Source: an optimization exercise on an open RTL-to-GDS flow (aim: small area, a short achievable clock period and few clock cycles). Production flows keep margins and buffers that such runs may drop. Function was checked by simulation only, so behaviour that the tests miss may differ from the original. Power is estimated from default activity; no workload was simulated.

--- flow/run.sh ---
#!/bin/bash
# synth_recipe.tcl (not shown) runs the flow's synth.tcl, then flattens the netlist and writes it again
# the make line also repeats each setting of config.mk as NAME=value (left out here)
make -C /OpenROAD-flow-scripts/flow DESIGN_CONFIG=/design/flow/config.mk WORK_HOME=/design/flow/orfs CLKGATE_MAP_FILE= SYNTH_SCRIPT=/design/flow/synth_recipe.tcl finish
--- flow/config.mk ---
export PLATFORM = sky130hd
export DESIGN_NAME = rc4_decrypt_top
export DESIGN_NICKNAME = rc4_decrypt_top
export VERILOG_FILES = /design/flow/design.v
export SDC_FILE = /design/flow/constraint.sdc
export NUM_CORES = 4
export LEC_CHECK = 0
export CAP_MARGIN = 20
export CORE_MARGIN = 2
export CORE_UTILIZATION = 40
export SLEW_MARGIN = 20
--- flow/constraint.sdc ---
create_clock -name core_clock -period 12.0 [get_ports {clk}]
set_input_delay 2.4000 -clock core_clock [delete_from_list [all_inputs] [get_ports {clk}]]
set_output_delay 2.4000 -clock core_clock [all_outputs]
set_load 0.01 [all_outputs]
--- flow/design.v ---
`default_nettype none
package rc4_pkg;
    localparam int MAX_MSG_LEN = 32;                    
    localparam int KEY_BYTES   = 3;                     
    typedef logic [7:0]  byte_t;                        
    typedef logic [7:0]  sbox_addr_t;                   
    typedef logic [23:0] rc4_key_t;                     
    typedef logic [$clog2(MAX_MSG_LEN)-1:0] msg_idx_t;  
endpackage
`default_nettype wire
`default_nettype none
module s_box_ram (
    input  logic                 clk,
    input  logic                 init,       
    input  rc4_pkg::sbox_addr_t  q,          
    input  rc4_pkg::byte_t       a,          
    output rc4_pkg::byte_t       b,          
    output rc4_pkg::byte_t       r1_next,    
    input  rc4_pkg::sbox_addr_t  t,          
    output rc4_pkg::byte_t       zt,         
    output rc4_pkg::byte_t       r0          
);
    rc4_pkg::byte_t r [0:255];
    logic [255:0]   sel;
    always_comb begin
        for (int k = 0; k < 256; k++) sel[k] = (q == 8'(k));
    end
    assign b       = r[q];
    assign zt      = r[t];
    assign r0      = r[0];
    assign r1_next = sel[2] ? a : r[2];
    always_ff @(posedge clk) begin
        if (init) begin
            for (int k = 0; k < 256; k++) r[k] <= 8'(k - 1);
        end else begin
            r[0] <= b;
            for (int k = 1; k < 256; k++) r[k] <= sel[(k + 1) % 256] ? a : r[(k + 1) % 256];
        end
    end
endmodule
`default_nettype wire
`default_nettype none
module rc4_keystream (
    input  logic               clk,
    input  logic               init,                 
    input  logic               busy,
    input  rc4_pkg::rc4_key_t  secret_key,           
    output logic [8:0]         c,
    output logic               prga,                 
    output rc4_pkg::byte_t     zt                    
);
    rc4_pkg::byte_t       a_q;                       
    rc4_pkg::sbox_addr_t  f_q;                       
    logic [23:0]          key_q;                     
    rc4_pkg::byte_t       ami_q;                     
    rc4_pkg::sbox_addr_t  q;
    rc4_pkg::byte_t       b;
    rc4_pkg::byte_t       r1_next;
    rc4_pkg::byte_t       r0;
    logic                 ksa_last;
    assign q        = f_q + a_q + key_q[23:16];
    assign ksa_last = (c == 9'd255);
    assign prga     = busy && (c >= 9'd257) && (c <= 9'd288);
    s_box_ram u_s_box (
        .clk     (clk),
        .init    (init),
        .q       (q),
        .a       (a_q),
        .b       (b),
        .r1_next (r1_next),
        .t       (r0 + ami_q),                       
        .zt      (zt),
        .r0      (r0)
    );
    always_ff @(posedge clk) begin
        ami_q <= a_q - c[7:0];
        if (init) begin
            c     <= '0;
            a_q   <= 8'd0;
            f_q   <= 8'd1;
            key_q <= secret_key;
        end else begin
            if (busy) c <= c + 9'd1;
            if (ksa_last) begin
                a_q   <= 8'd0;                       
                f_q   <= 8'd1;
                key_q <= '0;                         
            end else begin
                a_q   <= r1_next;
                f_q   <= q - 8'd1;
                key_q <= {key_q[15:0], key_q[23:16]};
            end
        end
    end
endmodule
`default_nettype wire
`default_nettype none
module rc4_xor_stage (
    input  logic               clk,
    input  logic               reset_n,
    input  logic               init,
    input  logic               ct_load,
    input  logic [12:0]        ct_in,
    input  logic               zv,               
    input  rc4_pkg::byte_t     zt,
    output logic               pt_valid,
    output logic [12:0]        pt_out,
    output logic               last              
);
    rc4_pkg::byte_t     ct_mem [0:rc4_pkg::MAX_MSG_LEN-1];
    rc4_pkg::msg_idx_t  idx;
    assign last = zv && (idx == 5'd31);
    always_ff @(posedge clk) begin
        if (ct_load) ct_mem[ct_in[12:8]] <= ct_in[7:0];
        pt_out <= {idx, zt ^ ct_mem[idx]};
        if (init) idx <= '0;
        else if (zv) idx <= idx + 5'd1;
    end
    always_ff @(posedge clk) begin
        if (!reset_n) pt_valid <= 1'b0;
        else          pt_valid <= zv;
    end
endmodule
`default_nettype wire
`default_nettype none
module rc4_decrypt_top (
    input  logic               clk,
    input  logic               reset_n,
    input  logic               start,
    input  logic [23:0]        secret_key,       
    input  logic               ct_load,
    input  logic [12:0]        ct_in,            
    output logic               pt_valid,
    output logic [12:0]        pt_out,           
    output logic               done
);
    logic           busy;                        
    logic           zv;                          
    logic           init;
    logic           prga;
    logic           last;
    logic [8:0]     c;
    rc4_pkg::byte_t zt;
    assign init = start && !busy;
    rc4_keystream u_keystream (
        .clk        (clk),
        .init       (init),
        .busy       (busy),
        .secret_key (secret_key),
        .c          (c),
        .prga       (prga),
        .zt         (zt)
    );
    rc4_xor_stage u_xor (
        .clk      (clk),
        .reset_n  (reset_n),
        .init     (init),
        .ct_load  (ct_load),
        .ct_in    (ct_in),
        .zv       (zv),
        .zt       (zt),
        .pt_valid (pt_valid),
        .pt_out   (pt_out),
        .last     (last)
    );
    always_ff @(posedge clk) begin
        if (!reset_n) begin
            busy <= 1'b0;
            zv   <= 1'b0;
            done <= 1'b0;
        end else begin
            zv <= prga;
            if (init) begin
                busy <= 1'b1;
                done <= 1'b0;
            end else if (last) begin
                busy <= 1'b0;
                done <= 1'b1;
            end
        end
    end
endmodule
`default_nettype wire
==> impl_metrics.csv <==
group,metric,value,unit
synthesis,ys_warn_count,5,
synthesis,ys.flop_type,"dfxtp_1",
placed_design,dp_cells,19300,
clock_tree,cts_resized,0,
synthesis,syn_inst,15400,
floorplan,ios,56,
floorplan,initial_core_util,40.3,%
global_route,grt_util_all_layers,123,%
global_route,grt_pass1_vias,185000,
clock_tree,root_buffer,"clkbuf_16",
clock_tree,h-tree-depth,5,
floorplan,core.rowCount,199,
global_route,grt_pass1_wl,2390000,um
synthesis,synth-seq-cells,2388,
synthesis,syn_nets,15400,
synthesis,synth-edff-count,256,
placed_design,portBuffers,55,
clock_tree,cts-buffers-inserted,275,
global_route,grt_max_degree,175,
placed_design,place_area,0.133,mm^2
clock_tree,postCtsHoldBufs,0,
global_route,grt_overflow,60200,
synthesis,ys_types,105,
status,error,"[ERROR GRT-0116] Global routing finished with congestion. Check the congestion regions in the DRC Viewer.",
synthesis,synth.avg_cell_area,7.72,um^2
clock_tree,post_cts_buffers,0,
status,status,"did not finish",
synthesis,async_flop_share,0,%
clock_tree,cts_sinks,2388,
clock_tree,cts_buffer_depth,4,
synthesis,ys_seq_area_share,42.5,%
status,haltStage,"global routing (5_1_grt)",
synthesis,syn_area,0.119,mm^2
placed_design,gp_congestion,2.05,
placed_design,hpwlAfterDp,1400000,um
floorplan,die_x,549,um
floorplan,die_y,549,um
-- layer usage --
layer | GRT usage, % | overflow
met1 | 116 | 14100
met4 | 112 | 5802
met2 | 151 | 32400
met3 | 107 | 7046
met5 | 99.0 | 816
-- logic make-up after synthesis --
kind of cell	share of synthesized area [%]
AOI/OAI and AO/OA	22.6
xor gates and xnor gates	0.322
adders and majority gates	0.496
buffers and inverters	4.63
DFF	42.5
muxes	2.30
and+or+nand+nor	27.2
-- through the flow --
step	setup slack, ns	power, mW
CTS	3.35	63.1
detailed placement	3.35	53.8
global placement	2.89	54.0
floorplan	6.93	23.3
-- synthesized netlist by cell type, drive strengths merged, types with 121 or more instances --
master	number	area, um^2
a21oi	1319	6610
a221oi	169	1490
a22o	203	1780
a22oi	802	6020
a32oi	121	1060
and3	131	820
buf	293	1430
clkbuf	1035	3890
dfxtp	2132	42700
edfxtp	256	7690
nand2	4519	17000
nand3	1466	7340
nand4	288	1800
nor2	423	1590
nor3	318	1610
nor4	126	813
o211ai	322	2430
o21ai	211	1060
-- power groups by stage --
stage          clock, mW  combinational (mW)  sequential (mW)
2_1_floorplan          0                13.2             10.1
3_3_place_gp           0                40.6             13.4
3_5_place_dp           0                40.5             13.3
4_1_cts             9.29                40.6             13.2
-- how the worst max path moves through the flow --
stage | startpoint | depth (start not counted) | endpoint | slack [ns]
after global placement | u_keystream.a_q[1] | 18 | u_keystream.u_s_box.r[0][2] | 2.89
after CTS | u_keystream.a_q[1] | 20 | u_keystream.u_s_box.r[0][2] | 3.35
after floorplan | u_keystream.a_q[1] | 20 | u_keystream.u_s_box.r[0][0] | 6.93
after detailed placement | u_keystream.a_q[1] | 20 | u_keystream.u_s_box.r[0][2] | 3.35
Testbench counts, summed over its fixed seeds: cycles 20,672.
